What follows belongs to an exercise in optimizing a design on an open flow for small area and a short achievable clock period; a production flow would make more cautious choices. Only simulation tests tie the RTL to the original design; equivalence was not proved. Power and IR drop assume default switching activity.

`design/flow/config.mk`:
```
export PLATFORM = sky130hd
export DESIGN_NAME = idStage
export DESIGN_NICKNAME = idStage
export VERILOG_FILES = /design/flow/design.v
export SDC_FILE = /design/flow/constraint.sdc
export NUM_CORES = 4
export LEC_CHECK = 0
export CAP_MARGIN = 20
export CORE_MARGIN = 2
export CORE_UTILIZATION = 40
export SETUP_SLACK_MARGIN = 0.2
export SLEW_MARGIN = 20
```
`design/flow/constraint.sdc`:
```
create_clock -name core_clock -period 11.0 [get_ports {clk}]
set_input_delay 2.2000 -clock core_clock [delete_from_list [all_inputs] [get_ports {clk}]]
set_output_delay 2.2000 -clock core_clock [all_outputs]
set_load 0.01 [all_outputs]
```
`design/flow/design.v`:
```
package mips_pkg;
    localparam logic [5:0] opSpecial = 6'b000000;
    localparam logic [5:0] opRegimm  = 6'b000001;
    localparam logic [5:0] opJ       = 6'b000010;
    localparam logic [5:0] opJal     = 6'b000011;
    localparam logic [5:0] opBeq     = 6'b000100;
    localparam logic [5:0] opBne     = 6'b000101;
    localparam logic [5:0] opBlez    = 6'b000110;
    localparam logic [5:0] opBgtz    = 6'b000111;
    localparam logic [5:0] opAddi    = 6'b001000;
    localparam logic [5:0] opAddiu   = 6'b001001;
    localparam logic [5:0] opSlti    = 6'b001010;
    localparam logic [5:0] opSltiu   = 6'b001011;
    localparam logic [5:0] opOri     = 6'b001101;
    localparam logic [5:0] opLui     = 6'b001111;
    localparam logic [5:0] opLw      = 6'b100011;
    localparam logic [5:0] opSw      = 6'b101011;
    localparam logic [5:0] fnJr      = 6'b001000;
    localparam logic [5:0] fnJalr    = 6'b001001;
    localparam logic [5:0] fnAddu    = 6'b100001;
    localparam logic [5:0] fnSlt     = 6'b101010;
    localparam logic [5:0] fnSltu    = 6'b101011;
    localparam logic [4:0] rtBltz    = 5'b00000;
    localparam logic [4:0] rtBgez    = 5'b00001;
    localparam logic [4:0] rtBltzal  = 5'b10000;
    localparam logic [4:0] rtBgezal  = 5'b10001;
    localparam logic [1:0] dselLink  = 2'b00;
    localparam logic [1:0] dselLui   = 2'b01;
    localparam logic [1:0] dselSet   = 2'b10;
    typedef enum logic [2:0] {
        cmpNe   = 3'd0,
        cmpLtz  = 3'd1,
        cmpLez  = 3'd2,
        cmpEq   = 3'd3,
        cmpGez  = 3'd4,
        cmpGtz  = 3'd5,
        cmpTrue = 3'd6,   
        cmpLt   = 3'd7    
    } cmpMode;
    typedef struct packed {
        logic [5:0]                      opcode;
        logic [5-1:0] rs;
        logic [5-1:0] rt;
        logic [5-1:0] rd;
        logic [4:0]                      shamt;
        logic [5:0]                      funct;
    } rFormat;
    typedef struct packed {
        logic [5:0]                      opcode;
        logic [5-1:0] rs;
        logic [5-1:0] rt;
        logic [15:0]                     imm16;
    } iFormat;
    typedef struct packed {
        logic [5:0]  opcode;
        logic [25:0] index26;
    } jFormat;
    typedef union packed {
        rFormat rView;
        iFormat iView;
        jFormat jView;
    } instrUnion;
endpackage
`timescale 1ns/100ps
import mips_pkg::*;
module idController (
    input  mips_pkg::instrUnion              inst,
    output logic [5-1:0]  readAddrB,
    output logic                             bSelImm,
    output logic [1:0]                       dataSel,
    output logic                             signedCmp,
    output mips_pkg::cmpMode                 cmpSel,
    output logic                             signedExt,
    output logic                             jumpReg,
    output logic                             jumpImm,
    output logic                             isBranch
);
    logic [5:0] op;
    logic [4:0] rt;
    logic [5:0] fn;
    logic       isBltzAny;   
    logic       isBgezAny;   
    logic       isJr;
    logic       isJalr;
    logic       isSlt;
    logic       isSltu;
    assign op = inst.rView.opcode;
    assign rt = inst.rView.rt;
    assign fn = inst.rView.funct;
    assign isBltzAny = (op == opRegimm) && (rt == rtBltz || rt == rtBltzal);
    assign isBgezAny = (op == opRegimm) && (rt == rtBgez || rt == rtBgezal);
    assign isJr      = (op == opSpecial) && (fn == fnJr);
    assign isJalr    = (op == opSpecial) && (fn == fnJalr);
    assign isSlt     = (op == opSpecial) && (fn == fnSlt);
    assign isSltu    = (op == opSpecial) && (fn == fnSltu);
    assign readAddrB = (isBltzAny || isBgezAny || op == opBlez || op == opBgtz) ?
                       '0 : inst.iView.rt;
    assign bSelImm   = (op == opSlti) || (op == opSltiu);
    assign signedCmp = ~(isSltu || op == opSltiu);   
    always_comb begin
        if (op == opLui) begin
            dataSel = dselLui;
        end else if (isSlt || isSltu || op == opSlti || op == opSltiu) begin
            dataSel = dselSet;
        end else begin
            dataSel = dselLink;   
        end
    end
    always_comb begin
        cmpSel = cmpTrue;
        if (op == opBne) begin
            cmpSel = cmpNe;
        end else if (isBltzAny) begin
            cmpSel = cmpLtz;
        end else if (op == opBlez) begin
            cmpSel = cmpLez;
        end else if (op == opBeq) begin
            cmpSel = cmpEq;
        end else if (isBgezAny) begin
            cmpSel = cmpGez;
        end else if (op == opBgtz) begin
            cmpSel = cmpGtz;
        end else if (isSlt || isSltu || op == opSlti || op == opSltiu) begin
            cmpSel = cmpLt;
        end
    end
    assign signedExt = (op == opAddi)  || (op == opAddiu) ||   
                       (op == opBeq)   || (op == opBne)   ||
                       (op == opBlez)  || (op == opBgtz)  ||
                       (op == opRegimm) ||                     
                       (op == opSlti)  || (op == opSltiu) ||
                       (op == opLw)    || (op == opSw);        
    assign jumpReg  = isJr || isJalr;
    assign jumpImm  = (op == opJ) || (op == opJal);
    assign isBranch = (op == opBeq) || (op == opBne)  ||
                      (op == opBlez) || (op == opBgtz) ||
                      (op == opRegimm) ||
                      jumpImm || jumpReg;
endmodule
`timescale 1ns/100ps
import mips_pkg::*;
module idComparer (
    input  logic [32-1:0] a,
    input  logic [32-1:0] b,
    input  mips_pkg::cmpMode            cmpSel,
    input  logic                        signedCmp,
    output logic                        cmpResult
);
    logic eq;
    logic lt;
    assign eq = (a == b);
    assign lt = signedCmp ? ($signed(a) < $signed(b)) : (a < b);
    always_comb begin
        case (cmpSel)
            cmpNe:   cmpResult = ~eq;
            cmpLtz:  cmpResult = lt;
            cmpLez:  cmpResult = lt | eq;
            cmpEq:   cmpResult = eq;
            cmpGez:  cmpResult = ~lt;
            cmpGtz:  cmpResult = ~(lt | eq);
            cmpLt:   cmpResult = lt;
            default: cmpResult = 1'b1;   
        endcase
    end
endmodule
`timescale 1ns/100ps
import mips_pkg::*;
module idOperand (
    input  mips_pkg::instrUnion          inst,
    input  logic [32-1:0]  pc,
    input  logic [32-1:0]  rtValue,
    input  logic                         signedExt,
    input  logic                         bSelImm,
    input  logic [1:0]                   dataSel,
    input  logic                         cmpResult,
    output logic [32-1:0]  cmpB,
    output logic [32-1:0]  extImm,
    output logic [32-1:0]  idData
);
    logic [15:0] imm;
    assign imm = inst.iView.imm16;
    assign extImm = signedExt ? {{(32-16){imm[15]}}, imm} :
                                {{(32-16){1'b0}}, imm};
    assign cmpB = bSelImm ? extImm : rtValue;
    always_comb begin
        case (dataSel)
            dselLui: idData = {imm, {(32-16){1'b0}}};
            dselSet: idData = {{(32-1){1'b0}}, cmpResult};
            default: idData = pc + 32'd8;   
        endcase
    end
endmodule
`timescale 1ns/100ps
module idNextPc (
    input  mips_pkg::instrUnion          inst,
    input  logic [32-1:0]  pc,
    input  logic [32-1:0]  extImm,
    input  logic [32-1:0]  rsValue,
    input  logic                         jumpReg,
    input  logic                         jumpImm,
    input  logic                         isBranch,
    input  logic                         cmpResult,
    output logic [32-1:0]  branchTarget,
    output logic                         branchTaken
);
    logic [32-1:0] pcPlus4;
    logic [32-1:0] jumpTarget;
    logic [32-1:0] relTarget;
    assign pcPlus4    = pc + 32'd4;
    assign jumpTarget = {pcPlus4[32-1 -: 4], inst.jView.index26, 2'b00};
    assign relTarget  = pcPlus4 + (extImm << 2);   
    always_comb begin
        if (jumpReg) begin
            branchTarget = rsValue;   
        end else if (jumpImm) begin
            branchTarget = jumpTarget;
        end else begin
            branchTarget = relTarget;
        end
    end
    assign branchTaken = isBranch & cmpResult;
endmodule
`timescale 1ns/100ps
module regFile (
    input  logic                            clk,
    input  logic                            rst,
    input  logic [5-1:0] readAddrA,
    input  logic [5-1:0] readAddrB,
    output logic [32-1:0]     readDataA,
    output logic [32-1:0]     readDataB,
    input  logic                            writeEnable,
    input  logic [5-1:0] writeAddr,
    input  logic [32-1:0]     writeData
);
    logic [32-1:0][32-1:0] regs;
    logic                        writeLive;
    assign writeLive = writeEnable && (writeAddr != '0);   
    always_ff @(posedge clk) begin
        if (rst) begin
            for (int i = 0; i < 32; i++) begin
                regs[i] <= 32'(0);
            end
        end else if (writeLive) begin
            regs[writeAddr] <= writeData;
        end
    end
    always_comb begin
        if (readAddrA == '0) begin
            readDataA = '0;
        end else if (writeLive && writeAddr == readAddrA) begin
            readDataA = writeData;
        end else begin
            readDataA = regs[readAddrA];
        end
        if (readAddrB == '0) begin
            readDataB = '0;
        end else if (writeLive && writeAddr == readAddrB) begin
            readDataB = writeData;
        end else begin
            readDataB = regs[readAddrB];
        end
    end
endmodule
`timescale 1ns/100ps
import mips_pkg::*;
module idStage (
    input  logic                            clk,
    input  logic                            rst,
    input  mips_pkg::instrUnion             inst,
    input  logic [32-1:0]     pc,
    input  logic                            wbWriteEnable,
    input  logic [5-1:0] wbWriteAddr,
    input  logic [32-1:0]     wbWriteData,
    output logic [32-1:0]     rsValue,
    output logic [32-1:0]     rtValue,
    output logic [32-1:0]     extImm,
    output logic [32-1:0]     idData,
    output logic [32-1:0]     branchTarget,
    output logic                            branchTaken,
    output logic                            isBranch
);
    logic [5-1:0] readAddrB;
    logic                            bSelImm;
    logic [1:0]                      dataSel;
    logic                            signedCmp;
    mips_pkg::cmpMode                cmpSel;
    logic                            signedExt;
    logic                            jumpReg;
    logic                            jumpImm;
    logic [32-1:0]     cmpB;
    logic                            cmpResult;
    idController ctrl (
        .inst(inst), .readAddrB(readAddrB), .bSelImm(bSelImm), .dataSel(dataSel),
        .signedCmp(signedCmp), .cmpSel(cmpSel), .signedExt(signedExt),
        .jumpReg(jumpReg), .jumpImm(jumpImm), .isBranch(isBranch)
    );
    regFile grf (
        .clk(clk), .rst(rst),
        .readAddrA(inst.rView.rs), .readAddrB(readAddrB),   
        .readDataA(rsValue), .readDataB(rtValue),
        .writeEnable(wbWriteEnable), .writeAddr(wbWriteAddr), .writeData(wbWriteData)
    );
    idOperand operand (
        .inst(inst), .pc(pc), .rtValue(rtValue), .signedExt(signedExt),
        .bSelImm(bSelImm), .dataSel(dataSel), .cmpResult(cmpResult),
        .cmpB(cmpB), .extImm(extImm), .idData(idData)
    );
    idComparer comparer (
        .a(rsValue), .b(cmpB), .cmpSel(cmpSel), .signedCmp(signedCmp),
        .cmpResult(cmpResult)
    );
    idNextPc nextPc (
        .inst(inst), .pc(pc), .extImm(extImm), .rsValue(rsValue),
        .jumpReg(jumpReg), .jumpImm(jumpImm), .isBranch(isBranch),
        .cmpResult(cmpResult), .branchTarget(branchTarget), .branchTaken(branchTaken)
    );
endmodule
```
`design/flow/run.sh`:
```
#!/bin/bash
# synth_recipe.tcl (not shown) runs the flow's synth.tcl, then flattens the netlist and writes it again
# the make line also repeats each setting of config.mk as NAME=value (left out here)
make -C /OpenROAD-flow-scripts/flow DESIGN_CONFIG=/design/flow/config.mk WORK_HOME=/design/flow/orfs CLKGATE_MAP_FILE= SYNTH_SCRIPT=/design/flow/synth_recipe.tcl finish
```
==> flow_metrics.py <==
metrics = {
    "clocking": {
        "numCtsBuffers": 111,
        "clkLatencyLatePin_ns": 0.76,
        "cts.reportedPaths.clkPinSlew_ns": 0.06,
        "cts-htree-levels": 3,
        "cts_hold_buffers": 0,
        "cts_tree": "built",
        "clock-sinks": 1024,
        "clk_path_buf_depth": 3,
        "cts-root-buf": "clkbuf_16",
    },
    "drt": {
        "detail_route.first_pass.iterations": 7,
        "ant_nets": 0,
        "detail_route.wl_per_cell_um": 29.68,
        "drt_iter0_drc": 8474,
        "drc": 0,
        "drt_wl_total_um": 274200,
        "vias": 59305,
        "viasPerCell": 6.420,
    },
    "grt": {
        "grt_max_degree": 206,
        "antenna_found_initial": 9,
        "grt.overflow.total": 0,
        "grt_usage": 0.3589,
        "grt_pass1_vias": 54843,
        "grt_first_pass_wirelength_um": 390200,
    },
    "timing": {
        "rsz0062_at_grt": "false",
        "finalSetupViolations": 0,
        "fin_crit_sh": 0.9741,
        "hold_viol": 0,
        "setup_tns_ns": 0,
        "fin_ws_ns": 0.2854,
        "slew_viol_final": 0,
        "max_slew.worst_pin.slew_ns": 1.100,
        "period_needed_ns": 10.71,
        "clock.fmax_ghz": 0.09333,
        "finClkSkew_ns": 0,
        "slew_headroom": 0.2664,
    },
    "power": {
        "clock_power_share": 0.430,
        "p_int_mw": 6.442,
        "ir_drop_uv": 136.4,
        "p_seq_frac": 0.414,
        "switching_share": 0.2922,
        "leakage_nw": 21.91,
        "power_density_nw_per_um2": 137.2,
        "netSwitchingPower_mw": 2.659,
        "p_comb_frac": 0.156,
    },
    "run_status": {
        "status": "complete, no violations",
    },
    "synthesis": {
        "netlist.area_leader.share": 0.3556,
        "avgSynthCellArea_sq_um": 7.842,
        "synth_ff_type": "dfxtp_1",
        "ys_seq_area_frac": 0.3556,
        "synth_top_area_cell": "dfxtp_1",
        "synth-edff-count": 0,
        "yosysWarnings": 5,
        "ys_async_sr_fraction": 0,
        "yosys_register_bits": 1024,
        "synth_fp_nets": 7522,
        "netlist_area_sq_um": 57650,
        "syn_inst": 7352,
        "synth_cell_types": 78,
        "synth_area_leaders": "dfxtp_1, nand2_1, mux4_2, a21oi_1, clkbuf_1",
    },
    "cells_and_area": {
        "drive_gt1_frac": 0.1285,
        "fin_area_sq_um": 66340,
        "regMostFlops": "grf.regs",
        "synthToLayoutAreaGrowth_pct": 15.07,
        "fill_cells": 14000,
        "fin_nets": 7411,
        "reg.largest.list": "grf.regs (1024)",
        "largest_reg_flops": 1024,
    },
    "place": {
        "numPortBuffers": 265,
        "place_congestion": 1.029,
        "postPlaceCellArea_sq_um": 62400,
        "place_ws_ns": 0.2031,
        "place_hpwl_um": 171700,
    },
    "floorplan": {
        "core_region_area_sq_um": 143300,
        "dieArea_sq_um": 147200,
        "placementRows": 139,
        "fp.dieH_um": 383.6,
        "ios": 266,
        "die_width_um": 383.6,
        "start_util": 0.4023,
    },
    "setup_path": {
        "critPathCaptureType": "output port",
        "path_class": "in2out",
        "critPathRequiredTime_ns": 8.80,
        "cp.arrival_ns": 8.51,
        "worstRegToRegCells": 2,
        "crit-reg2reg-launch": "grf.regs[492]$_SDFFE_PP0P_",
        "start_kind": "primary input",
        "r2r_end": "grf.regs[492]$_SDFFE_PP0P_",
        "endpoint": "idData[0]",
        "path_max_fanout": 31,
        "startpoint": "inst[30]",
        "rrSetupSlack_ns": 10.28,
    },
    "min_path": {
        "hp-class": "reg2reg",
    },
    "run": {
        "maxCapViolCount": 0,
    },
}
repair_timing:
item	in CTS	in global routing
cloned	0	0
buffers inserted	0	15
setup endpoints to repair	1	2
gates resized for setup	1	7
pin swaps	0	6
power groups by stage:
stage	registers (mW)	clock network, mW	logic, mW
6_report	3.77	3.92	1.42
5_1_grt	3.77	4.08	1.46
4_1_cts	3.77	3.93	1.36
3_5_place_dp	3.85	0	1.35
3_3_place_gp	3.85	0	1.35
2_1_floorplan	3.84	0	0.749
through the flow:
stage,hold slack (ns),std cells,total power [mW],util
CTS,0.4657,9216,9.049,0.4617
detailed placement,0.4572,9016,5.202,0.4354
global placement,0.4525,9016,5.198,0.4354
global route,0.4843,9233,9.301,0.4629
finish,0.4671,9238,9.101,0.4629
floorplan,0.4411,7352,4.588,-
logic make-up after synthesis:
| logic type | Yosys count | synth area share |
|---|---|---|
| AO/OA/AOI/OAI | 1818 | 0.1881 |
| XOR/XNOR | 86 | 0.01307 |
| adder cells (fa/ha/maj) | 66 | 0.01445 |
| buffers and inverters | 818 | 0.05947 |
| flip-flops | 1024 | 0.3556 |
| multiplexers | 490 | 0.1554 |
| AND/OR/NAND/NOR | 3050 | 0.2139 |
cell usage in the layout (no fill, tap or decap), drive strengths merged, types with 54 or more instances in the layout:
cell	instances
nand2	2380
a21oi	1124
dfxtp	1024
mux4	324
buf	310
clkdlybuf4s50	258
nor2	221
a221oi	195
nand3	165
mux2i	164
o21ai	162
clkbuf	162
nor3	89
a211oi	70
ha	65
a31oi	55
nand4	54
routing by layer:
layer  GRT usage  share of wire  wire length, um  vias up
met5           0        0.00015               41        -
met4      0.2418          0.080            22000        6
met3      0.1043           0.14            37050     1075
met2      0.5389           0.43           116600     4404
met1      0.4456           0.36            98510    28323
li1            -              -                -    25497
layout make-up:
type | instances | area (sq um) | share of cell area
repair buffers | 568 | 5384 | 0.08115
flip-flops and latches | 1024 | 20500 | 0.3090
clock buffers | 162 | 3311 | 0.04990
diodes | 7 | 17.52 | 0.0002640
well taps | 1903 | 2381 | 0.03589
clock inverters | 38 | 447.9 | 0.006752
multi-input cells | 5510 | 34200 | 0.5156
inverters | 26 | 97.59 | 0.001471
synth_stat cells (all sizes together), types with 55 or more instances:
library cell and instances:
a31oi 55, ha 65, nand2 2380, a221oi 195, buf 187, o21ai 162, mux4 324, nor2 221
a211oi 70, nor3 89, nand3 165, a21oi 1124, mux2i 164, clkbuf 605, dfxtp 1024
how the worst min path moves through the flow:
stage | depth (start not counted) | slack, ns | to | start
finish | 2 | 0.47 | grf.regs[477]$_SDFFE_PP0P_ | grf.regs[477]$_SDFFE_PP0P_
global route | 2 | 0.48 | grf.regs[358]$_SDFFE_PP0P_ | grf.regs[358]$_SDFFE_PP0P_
CTS | 2 | 0.47 | grf.regs[603]$_SDFFE_PP0P_ | grf.regs[603]$_SDFFE_PP0P_
detailed placement | 2 | 0.46 | grf.regs[603]$_SDFFE_PP0P_ | grf.regs[603]$_SDFFE_PP0P_
global placement | 2 | 0.45 | grf.regs[104]$_SDFFE_PP0P_ | grf.regs[104]$_SDFFE_PP0P_
floorplan | 2 | 0.44 | grf.regs[673]$_SDFFE_PP0P_ | grf.regs[673]$_SDFFE_PP0P_
critical path, cell delays in order:
cell	delay [ns]
clkdlybuf4s50_1	0.77
nor4b_4	0.08
buf_4	0.21
nand2_2	0.08
buf_4	0.22
nand2_4	0.12
buf_4	0.31
nor2_2	0.42
buf_4	0.23
a22oi_1	0.22
nor3_2	0.46
mux2i_1	0.14
o22ai_1	0.39
o21ai_1	0.12
ha_1	0.30
nand2_1	0.05
nor2_1	0.23
nand3_1	0.21
or3_1	0.44
o31ai_1	0.28
nor3_2	0.12
a211oi_1	0.27
clkdlybuf4s50_1	0.58

what the ideal ports hide:
The flow's constraints put no driver on any port. The routed layout listed below was extracted and timed again, unchanged, in two steps. Step 1 sets driving cells, clkbuf_16 on the clock port and buf_2 on the other inputs (assumed; they add their load-dependent delay and slew). Step 2 adds t to the input delays and takes it off the output delays; t is the mean of the earliest and latest rising clock arrival at the registers after step 1. Input paths then give back, and output paths get back, about the clock's delay inside the block. Three values: ideal, step 1, step 2; two values: the first two.
t (ns): 0.831
setup WS [ns]: 0.285 / 0.233 / 0.233
clock arrival spread, ns: 0.102 / 0.102
After both steps this run still meets setup and hold. For this run, drivers alone change the setup slack by -0.052 ns; drivers and shift together by -0.052 ns.
